This is an optimization exercise on Yosys and OpenROAD, whose aim is small area, a short achievable clock period and few clock cycles per item, not a production implementation.
Where RTL was checked, it was by simulation tests only, not by an equivalence proof against the original.
Power is estimated from default activity; no workload was simulated.

Setup of juniper:
// kmeans_top
module kmeans_top #(
    parameter int num_pixels = 100,
    parameter int iterations = 3
) (
    input  logic                clk,
    input  logic                reset,
    input  logic                start,
    output logic [16-1:0]   pixel_addr,
    input  logic signed [16-1:0] a_data,
    input  logic                cluster_id_rdata,
    input  logic                rgb_dark,
    output logic                cluster_id_we,
    output logic                cluster_id_wdata,
    output logic                lab_clear,
    output logic                done_kmeans,
    output logic                done_cluster
);
Size in the first run: ~1300 cells after synthesis, about 130 flip-flops, roughly 42 I/O pins.
==> flow/config.mk <==
export PLATFORM = sky130hd
export DESIGN_NAME = kmeans_top
export DESIGN_NICKNAME = kmeans_top
export VERILOG_FILES = /design/flow/design.v
export SDC_FILE = /design/flow/constraint.sdc
export NUM_CORES = 4
export LEC_CHECK = 0
export ABC_AREA = 1
export CAP_MARGIN = 20
export CORE_MARGIN = 2
export CORE_UTILIZATION = 45
export CTS_BUF_LIST = sky130_fd_sc_hd__clkbuf_8
export SETUP_SLACK_MARGIN = 3.45
export SLEW_MARGIN = 20
==> flow/constraint.sdc <==
create_clock -name core_clock -period 5.5 [get_ports {clk}]
set_input_delay 1.1000 -clock core_clock [delete_from_list [all_inputs] [get_ports {clk}]]
set_output_delay 1.1000 -clock core_clock [all_outputs]
set_load 0.01 [all_outputs]
standard.sh (not shown) runs the stock make flow with config.mk's settings and CLKGATE_MAP_FILE= SYNTH_SCRIPT=/design/flow/synth_recipe.tcl, a recipe that flattens the netlist after the stock synthesis.
==> flow/flow/run.sh <==
#!/bin/bash
set -euo pipefail
bash standard.sh finish "BUFFER_PORTS_ARGS=-buffer_cell sky130_fd_sc_hd__buf_4" \
    > standard_flow.log 2>&1
Testbench counts of juniper, summed over its fixed seeds: cycles 30,824, jobs 48.
Edits applied to the flow inputs when going from juniper to lagoon:
- CORE_UTILIZATION now 40, was 45
- CTS_BUF_LIST no longer set, was sky130_fd_sc_hd__clkbuf_8
- SETUP_SLACK_MARGIN now 3.4, was 3.45
--- outcome ---
Going from juniper to lagoon, post-route worst hold slack flat; total via count after detailed routing down 0.94%. Summary of lagoon over juniper: initial standard-cell utilization of the core decreased by 5.0 points relative to the old numbers; signed area change from the synthesized netlist to the final layout increased by 0.15 points relative to the old numbers; relative contribution of sequential cells to total power decreased by 1.2 points relative to the old numbers; die area increased by about 12% relative to the old numbers. Changes observed in lagoon relative to juniper: met3 routed wirelength down 24 µm, total power up 5.6%. Of juniper and lagoon, the run reporting the lower routed metal-1 wire length was lagoon. Leakage power of the design: juniper vs lagoon — no meaningful difference. Between juniper and lagoon, the routing usage on met3 is higher for juniper.
### lagoon -> pepper
- an added CTS_BUF_LIST of sky130_fd_sc_hd__clkbuf_8
- a change of SETUP_SLACK_MARGIN from 3.4 to 3.5
--- outcome ---
Both conditions hold for pepper: the flow ran to the end and the final layout passed the timing, design-rule and antenna checks.
In the tables for lagoon and pepper, part of the cycle the worst path needs reads higher with lagoon.
Measured against each other, lagoon and pepper differ in iteration count of the initial detailed-routing pass, the higher figure coming from lagoon.
Looking at share of total power in the clock network, pepper sits below lagoon.
The routed metal-1 wire length in pepper sits 240 µm above the value recorded for lagoon.
On layout cell share with drive strength beyond 1, the higher figure sits with pepper, not lagoon.
First-iteration DRC count: higher on lagoon
STATUS final worst setup slack: pepper wins against lagoon
When pepper is set beside lagoon, its average wire per cell in the routed design turns out to be 0.74% smaller.

* * *

## try-raven
kmeans_top, a different RTL version from the one above (not shown whole).
Size in the first run: about 1,200 cells after synthesis, roughly 140 flip-flops, ~42 I/O pins, about 0.0091 mm² of cells after synthesis.
export LEC_CHECK = 0
export ABC_AREA = 1
export CAP_MARGIN = 20
export CORE_MARGIN = 2
export CORE_UTILIZATION = 40
export SETUP_SLACK_MARGIN = 2.8
export SLEW_MARGIN = 20
create_clock -name core_clock -period 5.5 [get_ports {clk}]
run.sh (not shown) runs the stock make flow with config.mk's settings and CLKGATE_MAP_FILE= SYNTH_SCRIPT=/design/flow/synth_recipe.tcl, a recipe that flattens the netlist after the stock synthesis.
Stock flow here: none of the scripts above is used.
try-raven completed end to end with timing, DRC and antenna clean.
What try-maple does differently from try-raven at the input level:
- SETUP_SLACK_MARGIN now 3.2, was 2.8
Results
Changes observed in try-maple relative to try-raven: clock-buffer cell count now larger, synthesized cell count flat.
Higher area added between synthesis and finish among try-raven and try-maple: try-maple
Worst-path maximum fanout: try-raven and try-maple compared, higher one is try-raven
Smallest setup slack after layout came out higher on try-maple than on try-raven.
On total leakage power: try-maple sits above try-raven.
Row worst slack at placement: try-maple higher / try-raven lower
try-raven has higher sequential share of layout area than try-maple.
Relative to try-raven, the routed wire length of try-maple is higher by 8.1%.
Compared with try-raven, try-maple shows a via count of the first global-routing pass that is about 7% higher.
Clock latency reported for the late side of the worst-skew pair delta (try-raven -> try-maple): insignificant
### try-maple -> try-onyx
- SETUP_SLACK_MARGIN changed from 3.2 to 3.0
try-onyx reached the final stage; the timing, design-rule and antenna checks on its layout passed.
Re combinational power share: try-maple was higher than try-onyx.
Critical path data arrival time: try-onyx > try-maple
try-onyx has final wirelength below what try-maple had.
Taking try-maple over try-onyx, the buffer count excluding the clock tree in the final layout ratio works out to 1.3.
Function was not checked in any run of this note: the RTL went through the layout flow alone.

* * *

== exp/cedar ==
The RTL this note starts from:
==> flow/design.v <==
`timescale 1ns/1ps
module kmeans_top #(
    parameter int num_pixels = 100,
    parameter int iterations = 3
) (
    input  logic                clk,
    input  logic                reset,
    input  logic                start,
    output logic [16-1:0]   pixel_addr,
    input  logic signed [16-1:0] a_data,
    input  logic                cluster_id_rdata,
    input  logic                rgb_dark,
    output logic                cluster_id_we,
    output logic                cluster_id_wdata,
    output logic                lab_clear,
    output logic                done_kmeans,
    output logic                done_cluster
);
    localparam int SW = 16;    
    localparam int AW = 7;               
    localparam int QW = 16;              
    localparam int RW = 7;               
    localparam int TW = RW + QW;         
    localparam logic [1:0] M_IDLE = 2'd0;
    localparam logic [1:0] M_RD   = 2'd1;    
    localparam logic [1:0] M_DV   = 2'd2;    
    localparam logic [1:0] M_IL   = 2'd3;    
    localparam logic [AW-1:0] LAST   = AW'(num_pixels - 1);
    localparam logic [AW-1:0] DV_JMP = AW'(128 - QW - 3);
    localparam logic [QW-1:0] C0U = QW'(0 + 32768);
    localparam logic [QW-1:0] C1U = QW'(5 + 32768);
    logic [1:0]    mode;
    logic          pass2;
    logic [AW-1:0] addr;
    logic          ph;       
    logic          ilf;      
    logic          dv, dvf;  
    logic          lv, lvf;  
    logic [SW-1:0] u_q;
    logic          lab_q, labn_q, sn_q, id_q, dark_q;
    logic [TW-1:0] acc0, acc1;
    logic [AW-1:0] n0, n1;
    logic [7:0]    nd;       
    logic [QW+1:0] v;
    logic          fin1_q;   
    logic          fin_q;    
    logic          divstep;  
    logic          we_q, wd_q, lc_q, dk_q, dc_q;
    assign pixel_addr       = {{(16-AW){1'b0}}, addr};
    assign cluster_id_we    = we_q;
    assign cluster_id_wdata = wd_q;
    assign lab_clear        = lc_q;
    assign done_kmeans      = dk_q;
    assign done_cluster     = dc_q;
    logic [SW-1:0] u_in;
    logic          sel;
    assign u_in = {~a_data[SW-1], a_data[SW-2:0]};
    assign sel  = ~nd[7] & (|nd);
    logic idle, vclr;
    assign idle    = (mode == M_IDLE);
    assign vclr    = divstep && (&addr[3:0]);
    function automatic logic [TW-1:0] dstep(
        input logic [TW-1:0] s,
        input logic [AW-1:0] den
    );
        logic [RW:0]   r2;
        logic [RW+1:0] t;
        r2 = s[TW-1:QW-1];
        t  = {1'b0, r2} - {2'b00, den};
        if (!t[RW+1])
            dstep = {t[RW-1:0], s[QW-2:0], 1'b1};
        else
            dstep = {r2[RW-1:0], s[QW-2:0], 1'b0};
    endfunction
    logic [TW-1:0] ds0, ds1;
    assign ds0 = dstep(acc0, n0);
    assign ds1 = dstep(acc1, n1);
    function automatic logic [QW-1:0] due_bits(input logic [QW-1:0] c);
        for (int i = 0; i < QW; i++)
            due_bits[i] = c[(QW + 14 - i) % QW];
    endfunction
    localparam logic [QW-1:0] C0D = due_bits(C0U);
    localparam logic [QW-1:0] C1D = due_bits(C1U);
    logic       b0, b1, bq0, bq1;
    assign b0 = (n0 == '0) ? C0D[addr[3:0]] : ds0[0];
    assign b1 = (n1 == '0) ? C1D[addr[3:0]] : ds1[0];
    logic kq0, kq1;
    logic x0, x1, x2;
    assign x0 = !fin_q & (bq0 ^ bq1);
    assign x1 = fin_q ? (kq0 ^ kq1) : (bq0 & bq1);
    assign x2 = fin_q & kq0 & kq1;
    logic [QW:0] vt, vinc, vpre;
    logic        vc1;
    assign vt = v[QW:0];
    assign vc1 = (vt[0] & x1) | x2;
    assign vpre[0] = 1'b0;
    assign vpre[1] = vc1;
    for (genvar i = 2; i <= QW; i++)
    begin : g_vpre
        assign vpre[i] = vc1 & (&vt[i-1:1]);
    end
    assign vinc = {vt[QW:1] ^ vpre[QW:1], vt[0] ^ x1};
    logic [TW-1:0] acc_sum;
    assign acc_sum = (lab_q ? acc1 : acc0) + TW'(u_q);
    always_ff @(posedge clk)
    begin
        u_q    <= u_in;
        lab_q  <= (u_in > v[QW+1:2]);
        labn_q <= !(u_in > v[QW+1:2]);
        sn_q   <= (a_data < (-10));
        id_q   <= cluster_id_rdata;
        dark_q <= rgb_dark;
    end
    always_ff @(posedge clk)
    begin
        if (idle || fin_q)
        begin
            acc0 <= '0;
            acc1 <= '0;
            n0   <= '0;
            n1   <= '0;
            nd   <= '0;
        end
        else if (divstep)
        begin
            acc0 <= ds0;
            acc1 <= ds1;
        end
        else if (lv && !lvf)
        begin
            if (lab_q)
                acc1 <= acc_sum;
            else
                acc0 <= acc_sum;
            if (labn_q)
            begin
                n0 <= n0 + 1'b1;
                if (sn_q)
                    nd <= nd - 1'b1;
            end
            else
            begin
                n1 <= n1 + 1'b1;
                if (sn_q)
                    nd <= nd + 1'b1;
            end
        end
        if (divstep)
        begin
            bq0 <= b0;
            bq1 <= b1;
        end
        if (fin1_q)
        begin
            kq0 <= (n0 != '0) && !acc0[QW-1] && (|acc0[TW-1:QW]);
            kq1 <= (n1 != '0) && !acc1[QW-1] && (|acc1[TW-1:QW]);
        end
        if (idle)
            v <= {({1'b0, C0U} + {1'b0, C1U}), 1'b0};
        else if (vclr)
            v <= '0;
        else if (divstep || fin1_q || fin_q)
            v <= {vinc, x0};
    end
    always_ff @(posedge clk)
    begin
        if (reset)
        begin
            mode  <= M_IDLE;
            pass2 <= 1'b0;
            addr  <= '0;
            ph    <= 1'b0;
            ilf   <= 1'b0;
            dv    <= 1'b0;
            dvf   <= 1'b0;
            lv    <= 1'b0;
            lvf   <= 1'b0;
            fin1_q <= 1'b0;
            fin_q <= 1'b0;
            divstep <= 1'b0;
            we_q  <= 1'b0;
            wd_q  <= 1'b0;
            lc_q  <= 1'b0;
            dk_q  <= 1'b0;
            dc_q  <= 1'b0;
        end
        else
        begin
            lv    <= dv;
            lvf   <= dvf;
            dv    <= 1'b0;
            dvf   <= 1'b0;
            fin1_q <= 1'b0;
            fin_q <= fin1_q;
            divstep <= 1'b0;
            we_q  <= 1'b0;
            lc_q  <= 1'b0;
            case (mode)
                M_IDLE:
                    if (start)
                    begin
                        dv    <= 1'b1;
                        addr  <= addr + 1'b1;
                        mode  <= M_RD;
                        pass2 <= 1'b0;
                        dk_q  <= 1'b0;
                        dc_q  <= 1'b0;
                    end
                M_RD:
                begin
                    dv <= 1'b1;
                    if (addr == LAST)
                    begin
                        addr <= DV_JMP;
                        mode <= M_DV;
                    end
                    else
                        addr <= addr + 1'b1;
                end
                M_DV:
                begin
                    addr    <= addr + 1'b1;
                    divstep <= (addr >= DV_JMP + 1'b1) && (addr <= 7'd125);
                    fin1_q  <= (addr == 7'd126);
                    if (&addr)
                    begin
                        pass2 <= 1'b1;
                        ph    <= 1'b0;
                        ilf   <= 1'b0;
                        mode  <= pass2 ? M_IL : M_RD;
                    end
                end
                default:  
                begin
                    ph <= ~ph;
                    if (!ph)
                    begin
                        dv   <= (addr <= LAST);
                        dvf  <= ilf;
                        addr <= (addr == '0) ? LAST : addr - 1'b1;
                        if (lv)
                        begin
                            we_q <= 1'b1;
                            if (lvf)
                            begin
                                wd_q <= ~(id_q ^ sel);
                                lc_q <= (id_q ^ sel) | dark_q;
                                dk_q <= 1'b1;
                            end
                            else
                                wd_q <= !labn_q;
                        end
                    end
                    else
                    begin
                        if (addr == LAST)
                        begin
                            if (dk_q)
                            begin
                                addr <= '0;
                                dc_q <= 1'b1;
                                mode <= M_IDLE;
                            end
                            else
                                addr <= AW'(1);
                        end
                        else if (!ilf && addr == LAST - 1'b1)
                        begin
                            addr <= '0;
                            ilf  <= 1'b1;
                        end
                        else
                            addr <= addr + 2'd2;
                    end
                end
            endcase
        end
    end
endmodule
Settings: LEC_CHECK=0, ABC_AREA=1, CAP_MARGIN=20, CORE_MARGIN=2, CORE_UTILIZATION=40, SETUP_SLACK_MARGIN=3.0, SLEW_MARGIN=20; clock period 5.5 ns.
Testbench counts of exp/cedar, summed over its fixed seeds: cycles 30,728, jobs 48.
What exp/umber does differently from exp/cedar at the input level:
# exp/cedar
export LEC_CHECK = 0
export ABC_AREA = 1
export CAP_MARGIN = 20
export CORE_MARGIN = 2
export CORE_UTILIZATION = 40
export SETUP_SLACK_MARGIN = 3.0
export SLEW_MARGIN = 20
create_clock -name core_clock -period 5.5 [get_ports {clk}]
# exp/umber
export LEC_CHECK = 0
export ABC_AREA = 1
export CAP_MARGIN = 20
export CORE_MARGIN = 2
export CORE_UTILIZATION = 40
export SETUP_SLACK_MARGIN = 2.8
export SLEW_MARGIN = 20
create_clock -name core_clock -period 5.5 [get_ports {clk}]
Notes after the runs:
exp/umber finished all stages; the layout is clean.
Taking exp/cedar as the reference, in exp/umber worst-case vdd ir drop went up; buffer count from post-CTS setup fixing went down.
Static leakage, exp/cedar and exp/umber: lower on exp/umber
#### Input delta (exp/raven over exp/umber)
# exp/umber
export LEC_CHECK = 0
export ABC_AREA = 1
export CAP_MARGIN = 20
export CORE_MARGIN = 2
export CORE_UTILIZATION = 40
export SETUP_SLACK_MARGIN = 2.8
export SLEW_MARGIN = 20
create_clock -name core_clock -period 5.5 [get_ports {clk}]
# exp/raven
export LEC_CHECK = 0
export ABC_AREA = 1
export CAP_MARGIN = 20
export CORE_MARGIN = 2
export CORE_UTILIZATION = 40
export GPL_TIMING_DRIVEN = 1
export SETUP_SLACK_MARGIN = 3.0
export SLEW_MARGIN = 20
create_clock -name core_clock -period 5.5 [get_ports {clk}]
==> comparison <==
Largest stage delay on the critical path, exp/umber and exp/raven: lower on exp/raven. On global-route met3 utilization: between exp/umber and exp/raven, it ends up lower for exp/umber. Going from exp/umber to exp/raven, met1 layer wirelength in the final routing went down about 1.6%, net switching component of the power went up about 3.4%, total placed cells including tap cells held, power drawn by the combinational cells held. Looking at worst setup path endpoint, the cluster_id_wdata result is from exp/raven; the pixel_addr[0] one comes from exp/umber. Startpoint of the worst setup timing path = addr[0]$_SDFFE_PP0P_: exp/umber; startpoint of the worst setup timing path = wd_q$_SDFFE_PP0P_: exp/raven. Non-clock buffer count, exp/raven vs exp/umber: up by more than 10%. From exp/umber to exp/raven the numbers moved as follows: maximum fanout count along the critical path shrank by 11; wire length of the first global-routing pass grew by 1300 um; sequential group share of total power shrank by 0.3 points.
--- input diff exp/raven..exp/maple ---
# exp/raven
export LEC_CHECK = 0
export ABC_AREA = 1
export CAP_MARGIN = 20
export CORE_MARGIN = 2
export CORE_UTILIZATION = 40
export GPL_TIMING_DRIVEN = 1
export SETUP_SLACK_MARGIN = 3.0
export SLEW_MARGIN = 20
create_clock -name core_clock -period 5.5 [get_ports {clk}]
# exp/maple
export LEC_CHECK = 0
export ABC_AREA = 1
export CAP_MARGIN = 5
export CORE_MARGIN = 2
export CORE_UTILIZATION = 40
export CTS_BUF_LIST = sky130_fd_sc_hd__clkbuf_8
export SETUP_SLACK_MARGIN = 3.0
export SLEW_MARGIN = 5
create_clock -name core_clock -period 5.5 [get_ports {clk}]
==> comparison <==
Sequential share of power: higher on exp/maple. Reported for exp/raven and exp/maple, count of buffers from port buffering turned out identical to the last digit. Setup WNS exp/raven -> exp/maple: better.
--- input diff exp/maple..exp/garnet ---
# exp/maple
export LEC_CHECK = 0
export ABC_AREA = 1
export CAP_MARGIN = 5
export CORE_MARGIN = 2
export CORE_UTILIZATION = 40
export CTS_BUF_LIST = sky130_fd_sc_hd__clkbuf_8
export SETUP_SLACK_MARGIN = 3.0
export SLEW_MARGIN = 5
create_clock -name core_clock -period 5.5 [get_ports {clk}]
# exp/garnet
export LEC_CHECK = 0
export ABC_AREA = 1
export CAP_MARGIN = 20
export CORE_MARGIN = 2
export CORE_UTILIZATION = 40
export CTS_BUF_LIST = sky130_fd_sc_hd__clkbuf_8
export SETUP_SLACK_MARGIN = 3.1
export SLEW_MARGIN = 20
create_clock -name core_clock -period 5.5 [get_ports {clk}]
### Flow results
- Changes observed in exp/garnet relative to exp/maple: global-route usage decreased by 0.21 points relative to the old numbers, vias after detailed routing closely matched the old numbers.
- When exp/garnet is set beside exp/maple, its clock-buffer cell count turns out to be 1 smaller.
- A timing startpoint of the critical path of lc_q$_SDFF_PP0_ is what exp/maple shows, while lab_q$_DFF_P_ belongs to exp/garnet.
- Per the comparison of exp/garnet with exp/maple, half-perimeter wire length after detailed placement picked up an extra 0.74%; clock distribution area overhead in the final layout picked up an extra 0.84 points; proportion of layout cells with a drive suffix above 1 picked up an extra 1.9 points.

afterwards: timing with drivers on the ports:
No port has a modelled driver above. Below, the same layouts with a new extraction and two added sets of constraints. Step 1 sets driving cells, clkbuf_16 on the clock port and buf_2 on the other inputs (assumed; they add their load-dependent delay and slew). Step 2 times the ports against the registers' clock, not the clock port: input delays grow and output delays shrink by t, the midpoint of the rising clock arrivals with the driver on. Slacks: no drivers / after step 1 / after step 2; pairs: no drivers / after step 1.
run | t, ns | setup slack, ns | worst register clock-pin slew, ns
juniper | 0.489 | 3.467 / 3.426 / 3.213 | 0.09 / 0.09
lagoon | 0.459 | 3.444 / 3.400 / 3.147 | 0.06 / 0.06
pepper | 0.485 | 3.466 / 3.426 / 3.224 | 0.08 / 0.08
try-raven | 0.475 | 2.912 / 2.866 / 2.741 | 0.07 / 0.07
try-maple | 0.474 | 3.143 / 3.143 / 2.820 | 0.07 / 0.07
try-onyx | 0.471 | 3.077 / 3.038 / 2.689 | 0.07 / 0.07
exp/cedar | 0.476 | 3.066 / 3.020 / 2.698 | 0.07 / 0.07
exp/umber | 0.471 | 2.891 / 2.844 / 2.643 | 0.07 / 0.07
exp/raven | 0.476 | 3.066 / 3.020 / 2.698 | 0.07 / 0.07
exp/maple | 0.497 | 3.102 / 3.057 / 2.687 | 0.09 / 0.09
exp/garnet | 0.486 | 3.182 / 3.182 / 2.813 | 0.09 / 0.09
After both steps setup and hold are still met in every run listed. The setup slack of exp/maple, which loses most, moves by -0.045 ns with the drivers and by -0.415 ns with both steps.
